This design comes from an exercise in tuning for small area, a short achievable clock period and few clock cycles per item on the open sky130 flow, not from production work.
The RTL was checked by simulation tests, not by an equivalence proof against the original design.
Power is estimated from default activity; no workload was simulated.

$ cat run.sh
#!/bin/bash
# synth_recipe.tcl (not shown) runs the flow's synth.tcl, then flattens the netlist and writes it again
# the make line also repeats each setting of config.mk as NAME=value (left out here)
make -C /OpenROAD-flow-scripts/flow DESIGN_CONFIG=/design/flow/config.mk WORK_HOME=/design/flow/orfs CLKGATE_MAP_FILE= SYNTH_SCRIPT=/design/flow/synth_recipe.tcl finish
$ cat config.mk
export PLATFORM = sky130hd
export DESIGN_NAME = sliding_minute_rate_counter
export DESIGN_NICKNAME = sliding_minute_rate_counter
export VERILOG_FILES = /design/flow/design.v
export SDC_FILE = /design/flow/constraint.sdc
export NUM_CORES = 4
export LEC_CHECK = 0
export CAP_MARGIN = 20
export CORE_MARGIN = 2
export CORE_UTILIZATION = 55
export CTS_BUF_LIST = sky130_fd_sc_hd__clkbuf_4 sky130_fd_sc_hd__clkbuf_8
export SETUP_SLACK_MARGIN = 4.8
export SLEW_MARGIN = 20
$ cat constraint.sdc
create_clock -name core_clock -period 8.0 [get_ports {clock}]
set_input_delay 1.6000 -clock core_clock [delete_from_list [all_inputs] [get_ports {clock}]]
set_output_delay 1.6000 -clock core_clock [all_outputs]
set_load 0.01 [all_outputs]
$ cat design.v
package smrc_pkg;
   localparam int BUCKETS_DEF = 60;
   localparam logic [6:0] MINUTE_AT_RESET = 7'd61;
   localparam logic [30:0] RATE_MAX = {31{1'b1}};
   localparam int CW = 37;
endpackage
module smrc_add #(
   parameter int W = 32
) (
   input  logic [W-1:0] a,
   input  logic [W-1:0] b,
   input  logic         cin,
   output logic [W-1:0] sum,
   output logic         cout
);
   localparam int L = $clog2(W + 1);
   logic [W:0] g [L+1];
   logic [W:0] p [L+1];
   always_comb begin
      g[0][0] = cin;
      p[0][0] = 1'b0;
      for (int i = 0; i < W; i++) begin
         g[0][i+1] = a[i] & b[i];
         p[0][i+1] = a[i] ^ b[i];
      end
      for (int l = 0; l < L; l++) begin
         for (int i = 0; i <= W; i++) begin
            if (((i >> l) & 1) == 1) begin
               g[l+1][i] = g[l][i] | (p[l][i] & g[l][((i >> l) << l) - 1]);
               p[l+1][i] = p[l][i] & p[l][((i >> l) << l) - 1];
            end else begin
               g[l+1][i] = g[l][i];
               p[l+1][i] = p[l][i];
            end
         end
      end
      for (int i = 0; i < W; i++)
         sum[i] = p[0][i+1] ^ g[L][i];
      cout = g[L][W];
   end
endmodule
import smrc_pkg::*;
module smrc_window #(
   parameter int BUCKETS = smrc_pkg::BUCKETS_DEF
) (
   input  logic               clock,
   input  logic               reset,
   input  logic [BUCKETS-1:0] rd_sel,
   output logic [CW-1:0]      rd_mark,
   input  logic               en,         
   input  logic               changed,    
   input  logic               clear_all,  
   input  logic [BUCKETS-1:0] sweep,      
   input  logic [CW-1:0]      rd_in,      
   input  logic [CW-1:0]      cum         
);
   logic [CW-1:0]      mem [BUCKETS];
   logic [BUCKETS-1:0] live;
   logic [CW-1:0]      mark, mark_new;
   logic [CW-1:0]      rd_val;
   logic               rd_live, rd_fwd;
   always_comb begin
      mark_new = mark;
      if (en) begin
         if (clear_all)
            mark_new = cum;
         else if (changed)
            mark_new = rd_in;
      end
   end
   always_comb begin
      rd_val  = '0;
      rd_live = 1'b0;
      for (int i = 0; i < BUCKETS; i++) begin
         rd_val  = rd_val | (mem[i] & {CW{rd_sel[i] && live[i]}});
         rd_live = rd_live | (rd_sel[i] && live[i]);
      end
      rd_fwd = en && (clear_all || |(rd_sel & sweep));
      if (rd_fwd)
         rd_mark = cum;
      else if (rd_live)
         rd_mark = rd_val;
      else
         rd_mark = mark_new;
   end
   always_ff @(posedge clock) begin
      if (reset) begin
         live <= '0;
         mark <= '0;
      end else begin
         mark <= mark_new;
         if (en)
            live <= clear_all ? sweep : (live | sweep);
      end
   end
   always_ff @(posedge clock) begin
      for (int i = 0; i < BUCKETS; i++)
         if (en && sweep[i])
            mem[i] <= cum;
   end
endmodule
import smrc_pkg::*;
module sliding_minute_rate_counter #(
   parameter int BUCKETS = smrc_pkg::BUCKETS_DEF
) (
   input  logic    clock,
   input  logic    reset,
   input  logic    req_valid,
   output logic    req_stall,
   input  logic [75:0] req_data,
   output logic    rsp_valid,
   input  logic    rsp_stall,
   output logic [93:0] rsp_data
);
   localparam int SEC_W = $clog2(BUCKETS);
   logic            adv;
   logic            skid_vld, out_vld;
   logic [93:0]     skid_q, out_q, res;
   assign adv = !skid_vld;
   logic            in_vld;
   logic            in_pos;
   logic [75:0]     in_q;
   always_ff @(posedge clock) begin
      if (reset)
         in_vld <= 1'b0;
      else if (adv)
         in_vld <= req_valid;
   end
   always_ff @(posedge clock) begin
      if (adv) begin
         in_q   <= req_data;
         in_pos <= !req_data[75] && (req_data[74:12] != '0);
      end
   end
   logic [63:0]        inc;
   logic [5:0]         sec_code, minute;
   logic [SEC_W-1:0]   sec_now;
   logic               inc_big;
   logic [31:0]        pend_sum;
   logic [30:0]        pend_new;
   logic [7:0]         min_diff;
   logic               changed, clear_all;
   logic [BUCKETS-1:0] rd_sel, sweep;
   logic [CW-1:0]      rd_mark;
   logic [31:0]        tot_lo_q;
   logic [32:0]        lo_sum;
   logic [30:0]        pend_q;
   logic [SEC_W-1:0]   last_sec_q;
   logic [6:0]         last_min_q;
   logic               a_vld, a_chg, a_clr, a_cy;
   logic [30:0]        a_wr, a_inc_hi;
   logic [BUCKETS-1:0] a_sweep;
   logic [CW-1:0]      a_rd;
   assign inc      = in_q[75:12];
   assign sec_code = in_q[11:6];
   assign minute   = in_q[5:0];
   assign sec_now  = (sec_code[5:2] == 4'b1111) ? {4'b0000, sec_code[1:0]} : sec_code;
   assign inc_big  = |inc[62:31];
   smrc_add #(.W(31)) u_pend_add (
      .a (pend_q), .b (inc[30:0]), .cin (1'b0),
      .sum (pend_sum[30:0]), .cout (pend_sum[31])
   );
   assign pend_new = !in_pos ? pend_q
                   : ((inc_big || pend_sum[31]) ? RATE_MAX : pend_sum[30:0]);
   assign min_diff  = {2'b00, minute} - {1'b0, last_min_q};
   assign clear_all = $signed(min_diff) > 8'sd1;
   assign changed   = (sec_now != last_sec_q);
   always_comb begin
      for (int i = 0; i < BUCKETS; i++) begin
         if (sec_now >= last_sec_q)
            sweep[i] = (SEC_W'(i) > last_sec_q) && (SEC_W'(i) <= sec_now);
         else
            sweep[i] = (SEC_W'(i) > last_sec_q) || (SEC_W'(i) <= sec_now);
         rd_sel[i] = (sec_now == SEC_W'((i + BUCKETS - 1) % BUCKETS));
      end
   end
   smrc_add #(.W(32)) u_lo_add (
      .a (tot_lo_q), .b (in_pos ? inc[31:0] : 32'd0), .cin (1'b0),
      .sum (lo_sum[31:0]), .cout (lo_sum[32])
   );
   always_ff @(posedge clock) begin
      if (reset) begin
         pend_q     <= '0;
         last_sec_q <= '0;
         last_min_q <= MINUTE_AT_RESET;
         tot_lo_q   <= '0;
      end else if (adv && in_vld) begin
         last_sec_q <= sec_now;
         tot_lo_q   <= lo_sum[31:0];
         if (changed) begin
            pend_q     <= '0;
            last_min_q <= {1'b0, minute};
         end else begin
            pend_q <= pend_new;
         end
      end
   end
   always_ff @(posedge clock) begin
      if (reset)
         a_vld <= 1'b0;
      else if (adv)
         a_vld <= in_vld;
   end
   always_ff @(posedge clock) begin
      if (adv) begin
         a_chg    <= changed;
         a_clr    <= clear_all;
         a_wr     <= pend_new;
         a_sweep  <= changed ? sweep : '0;
         a_rd     <= rd_mark;
         a_cy     <= lo_sum[32];
         a_inc_hi <= in_pos ? inc[62:32] : '0;
      end
   end
   logic [CW-1:0]    cum_q, cum_add;
   logic [CW-1:0]    win_s, win_c, win_full;
   logic [30:0]      win_q;
   logic [30:0]      tot_hi_q;
   logic [31:0]      b_tot_lo;
   logic             tot_sat_q;
   logic [31:0]      hi_sum;
   logic             b_vld;
   smrc_window #(
      .BUCKETS (BUCKETS)
   ) u_window (
      .clock     (clock),
      .reset     (reset),
      .rd_sel    (rd_sel),
      .rd_mark   (rd_mark),
      .en        (adv && a_vld),
      .changed   (a_chg),
      .clear_all (a_clr),
      .sweep     (a_sweep),
      .rd_in     (a_rd),
      .cum       (cum_q)
   );
   smrc_add #(.W(CW)) u_cum_add (
      .a (cum_q), .b (CW'(a_wr)), .cin (1'b0),
      .sum (cum_add), .cout ()
   );
   always_comb begin
      for (int i = 0; i < CW; i++) begin
         logic x, y, z;
         x = cum_q[i];
         y = (i < 31) ? a_wr[i] : 1'b0;
         z = !a_rd[i];
         win_s[i] = x ^ y ^ z;
         win_c[i] = (x & y) | (x & z) | (y & z);
      end
   end
   smrc_add #(.W(CW)) u_win_add (
      .a (win_s), .b ({win_c[CW-2:0], 1'b1}), .cin (1'b0),
      .sum (win_full), .cout ()
   );
   smrc_add #(.W(31)) u_hi_add (
      .a (tot_hi_q), .b (a_inc_hi), .cin (a_cy),
      .sum (hi_sum[30:0]), .cout (hi_sum[31])
   );
   always_ff @(posedge clock) begin
      if (reset) begin
         cum_q     <= '0;
         win_q     <= '0;
         tot_hi_q  <= '0;
         tot_sat_q <= 1'b0;
      end else if (adv && a_vld) begin
         if (a_chg)
            cum_q <= cum_add;
         if (a_clr)
            win_q <= a_chg ? a_wr : '0;
         else if (a_chg)
            win_q <= (|win_full[CW-1:31]) ? RATE_MAX : win_full[30:0];
         tot_hi_q <= hi_sum[30:0];
         if (hi_sum[31])
            tot_sat_q <= 1'b1;
      end
   end
   always_ff @(posedge clock) begin
      if (reset)
         b_vld <= 1'b0;
      else if (adv)
         b_vld <= a_vld;
   end
   always_ff @(posedge clock) begin
      if (adv)
         b_tot_lo <= tot_lo_q;
   end
   assign res = {{tot_hi_q, b_tot_lo} | {63{tot_sat_q}}, win_q};
   logic out_en, push;
   assign push   = adv && b_vld;
   assign out_en = !(out_vld && rsp_stall);
   always_ff @(posedge clock) begin
      if (reset) begin
         out_vld  <= 1'b0;
         skid_vld <= 1'b0;
      end else begin
         if (out_en)
            out_vld <= skid_vld || push;
         skid_vld <= out_vld && rsp_stall && (skid_vld || push);
      end
   end
   always_ff @(posedge clock) begin
      if (out_en)
         out_q <= skid_vld ? skid_q : res;
      if (!skid_vld)
         skid_q <= res;
   end
   assign req_stall = skid_vld;
   assign rsp_valid = out_vld;
   assign rsp_data  = out_q;
endmodule
==> impl_metrics.py <==
metrics = {
    "setup_path": {
        "critPathArrivalTime_ns": 5.14,
        "regToRegSetupSlack_ns": 3.83,
        "critPathMaxFanout": 8,
        "cp-start-kind": "flip-flop",
        "required_ns": 8.97,
        "crit_type": "flip-flop to flip-flop",
        "end_kind": "flip-flop",
    },
    "global_routing": {
        "grtUsageMet1_pct": 56.9,
        "grt_max_degree": 172,
        "use_met2_pct": 62.9,
        "grt.busiest_layer": "met2",
        "met3_usage_pct": 16.7,
        "globalRouteOverflowTotal": 0,
        "antenna_found_initial": 32,
        "grt_pass1_vias": 77941,
        "grt_util_all_layers_pct": 44.0,
        "grt_pass1_wl_mm": 646,
    },
    "cells_and_area": {
        "final_cell_mix": "edfxtp_1 (2584), buf_4 (542), clkbuf_8 (512)",
        "areaGrowthSynthToFinish_pct": 25.1,
        "postLayoutCellArea_mm2": 0.145,
        "regArea_mm2": 0.0851,
        "nFillCells": 14176,
        "final_common_cell": "edfxtp_1",
        "drive_gt1_share_pct": 28.2,
        "finish.net_count": 9134,
        "fin_util_pct": 69.1,
        "multi_input_area_mm2": 0.0323,
    },
    "placement": {
        "io_buffers": 175,
        "gp_congestion": 0.913,
        "dpl.hpwl_mm": 254,
        "dpl_cell_area_mm2": 0.122,
    },
    "yosys": {
        "yosysTopAreaCell": "edfxtp_1",
        "ys_types": 86,
        "ys_ff_latch": 2955,
        "synth_warnings": 12,
        "syn-num-nets": 7945,
        "synth_ff_type": "edfxtp_1",
        "postSynth.asyncResetShare_pct": 0,
        "synth_top_area_share_pct": 67.1,
        "yosysSeqAreaShare_pct": 73.5,
        "synthTopCellsByArea": "edfxtp_1 (67%), dfxtp_1 (6.4%), a221oi_1 (2.6%), a22oi_1 (2.5%), a22o_1 (2.3%)",
        "post_synth.cell_area_avg_um2": 15.2,
        "netlist_instances": 7634,
        "synth_edf_count": 2584,
        "netlist_area_mm2": 0.116,
    },
    "sta": {
        "setup_viol": 0,
        "min_period_ns": 4.17,
        "grt_setup_unrepaired": "yes",
        "fmax_mhz": 240,
        "report.final.slew_viol_count": 0,
        "post-route-period-util_pct": 52.1,
        "worstMarginPinSlew_ns": 1.34,
        "max_slew_margin_pct": 10.9,
        "hold_viol": 0,
        "skew_ns": 0.130,
        "setup_tns_ns": 0,
    },
    "detailed_routing": {
        "drt.antenna.violating_nets": 0,
        "first_iter_violations": 17196,
        "wl_per_cell_um": 40.8,
        "drc": 0,
        "vias": 85390,
        "drt-total-wl_mm": 490,
        "vias_per_cell": 7.11,
        "firstDrtPassIters": 10,
    },
    "floorplan": {
        "initial_core_util_pct": 55.3,
        "die_w_um": 463,
        "core_area_mm2": 0.209,
        "dieArea_mm2": 0.214,
        "rows": 168,
        "io_pins": 176,
        "die-height_um": 463,
    },
    "flow_run": {
        "max_cap_viol_count": 0,
    },
    "clock_network": {
        "cts_tree": "yes",
        "clk_latency_ns": 1.22,
        "cts.sinks": 2955,
        "root_buffer": "clkbuf_8",
        "htree_num_levels": 5,
        "clockBufferDepth": 4,
        "cts.clk_slew.worst_paths_ns": 0.06,
        "cts_inserted_buffers": 476,
    },
    "pwr": {
        "power_uw": 33600,
        "ir_drop_v": 0.000210,
        "p_leak_uw": 0.0525,
        "powerDensity_mw_per_mm2": 232,
    },
    "min_path": {
        "hold_class": "flip-flop to flip-flop",
    },
    "outcome": {
        "status": "timing/DRC/antenna clean",
    },
}
## cell type report
type | instances | area share [%]
Tap cell | 2805 | 2.42
Clock inverter | 154 | 0.638
Antenna cell | 18 | 0.0311
Multi-Input combinational cell | 4027 | 22.3
Timing Repair Buffer | 1166 | 9.52
Inverter | 197 | 0.520
Sequential cell | 2955 | 58.8
Clock buffer | 683 | 5.75
## critical path: stages (launching register included)
cell       delay [ns]
edfxtp_1         0.53
inv_1            0.12
fa_1             0.54
inv_1            0.04
ha_2             0.38
nand4_1          0.16
a31oi_4          0.27
o2111ai_1        0.16
o311ai_2         0.14
a21oi_4          0.06
fa_2             0.38
xor2_2           0.24
nand3_4          0.12
nor2_2           0.18
mux2i_4          0.11
buf_6            0.16
buf_12           0.14
nor3_1           0.19
o21ai_0          0.11
## synth_stat cells, types with 49 or more instances
master and count:
a21o_1 49, a21oi_1 344, a221oi_1 342, a222oi_1 88, a22o_1 307, a22oi_1 383
and2_1 137, and3_1 83, buf_1 69, buf_2 85, clkbuf_1 293, dfxtp_1 371
edfxtp_1 2584, fa_1 55, ha_1 176, inv_1 195, mux2_2 53, nand2_1 351
nand2b_1 53, nand3_1 140, nand4_1 176, nor2_1 360, nor3_1 72, nor4_1 61
o21ai_0 272, xnor2_1 57, xor2_1 53
## power breakdown
part / switching, µW / internal [µW] / leakage (µW) / total, µW
registers: 294 / 17400 / 0.0281 / 17700
clock network: 6040 / 6940 / 0.00492 / 13000
logic: 1910 / 1050 / 0.0195 / 2950
total: 8240 / 25400 / 0.0525 / 33600
## routing by layer
layer | part of all wire (%) | wire length, µm
met1 | 33 | 164000
met2 | 42 | 205000
met3 | 17 | 82800
met4 | 7.8 | 38200
met5 | 0.026 | 129
## cell families (layout without fill, tap and decap cells)
family | after synthesis | count (layout) | synth area share (%)
other cells | 0 | 18 | 0
buf+inv | 655 | 2200 | 2.27
simple gates | 1548 | 1551 | 6.76
compound gates | 2017 | 2017 | 12.7
fa+ha+maj | 265 | 265 | 3.15
xor+xnor | 110 | 110 | 0.833
mux | 84 | 84 | 0.793
flops | 2955 | 2955 | 73.5
## flip-flops by register name, summed over array words and instances (netlist names), 6 cells and up
| signal | flops |
|---|---|
| cum_q | 37 |
| u_window.mark | 37 |
| b_tot_lo | 32 |
| in_q | 75 |
| last_min_q | 6 |
| last_sec_q | 6 |
| tot_hi_q | 31 |
| u_window.mem | 2220 |
| win_q | 31 |
| a_wr | 31 |
| a_rd | 37 |
| a_sweep | 60 |
| u_window.live | 60 |
| out_q | 94 |
| a_inc_hi | 31 |
| pend_q | 31 |
| skid_q | 94 |
| tot_lo_q | 32 |
## stage by stage
| step | setup WS, ns | hold WS (ns) | std cells |
|---|---|---|---|
| final | 3.83 | 0.446 | 12005 |
| after global routing | 3.71 | 0.474 | 11988 |
| after CTS | 3.81 | 0.449 | 11763 |
| after detailed placement | 2.71 | 0.444 | 10432 |
| after global placement | 2.75 | 0.440 | 10428 |
| after floorplan | 2.16 | 0.421 | 7634 |
## repair_timing
action | in CTS | in global routing
buffers inserted | 429 | 202
hold buffers | 0 | 0
setup endpoints to repair | 341 | 574
hold endpoints to repair | 0 | 0
pin swaps | 279 | 351
resized for setup | 1333 | 458
cloned | 65 | 22
## final timing paths
kind,end,cells past startpoint,start
max,win_q[5],18,a_wr[14]
min,win_q[17],2,win_q[17]
max reg2reg,win_q[5],18,a_wr[14]
min reg2reg,win_q[17],2,win_q[17]
Testbench counts, summed over its fixed seeds: cycles 2,432, items 2,400.

[port drivers added, routing unchanged]
No port has a modelled driver above. Below, the same layout with a new extraction and two added sets of constraints. Step 1 (the two cells are an assumption about what drives the block):
set clk [get_ports {clock}]
set_driving_cell -lib_cell sky130_fd_sc_hd__clkbuf_16 $clk
set_driving_cell -lib_cell sky130_fd_sc_hd__buf_2 [delete_from_list [all_inputs] $clk]
Step 2 also shifts input and output timing later by t, the mid clock arrival at the registers, as if the neighbouring blocks saw the same clock. a / b / c = ideal ports / drivers / drivers and shift; a / b = the first two.
t (ns): 1.240
setup slack, ns: 3.829 / 3.829 / 3.829
hold slack, ns: 0.446 / 0.446 / 0.446
pins driven straight from the clock port: 1
After both steps this run still meets setup and hold. The setup slack of this run moves by 0.000 ns with the drivers and by 0.000 ns with both steps.
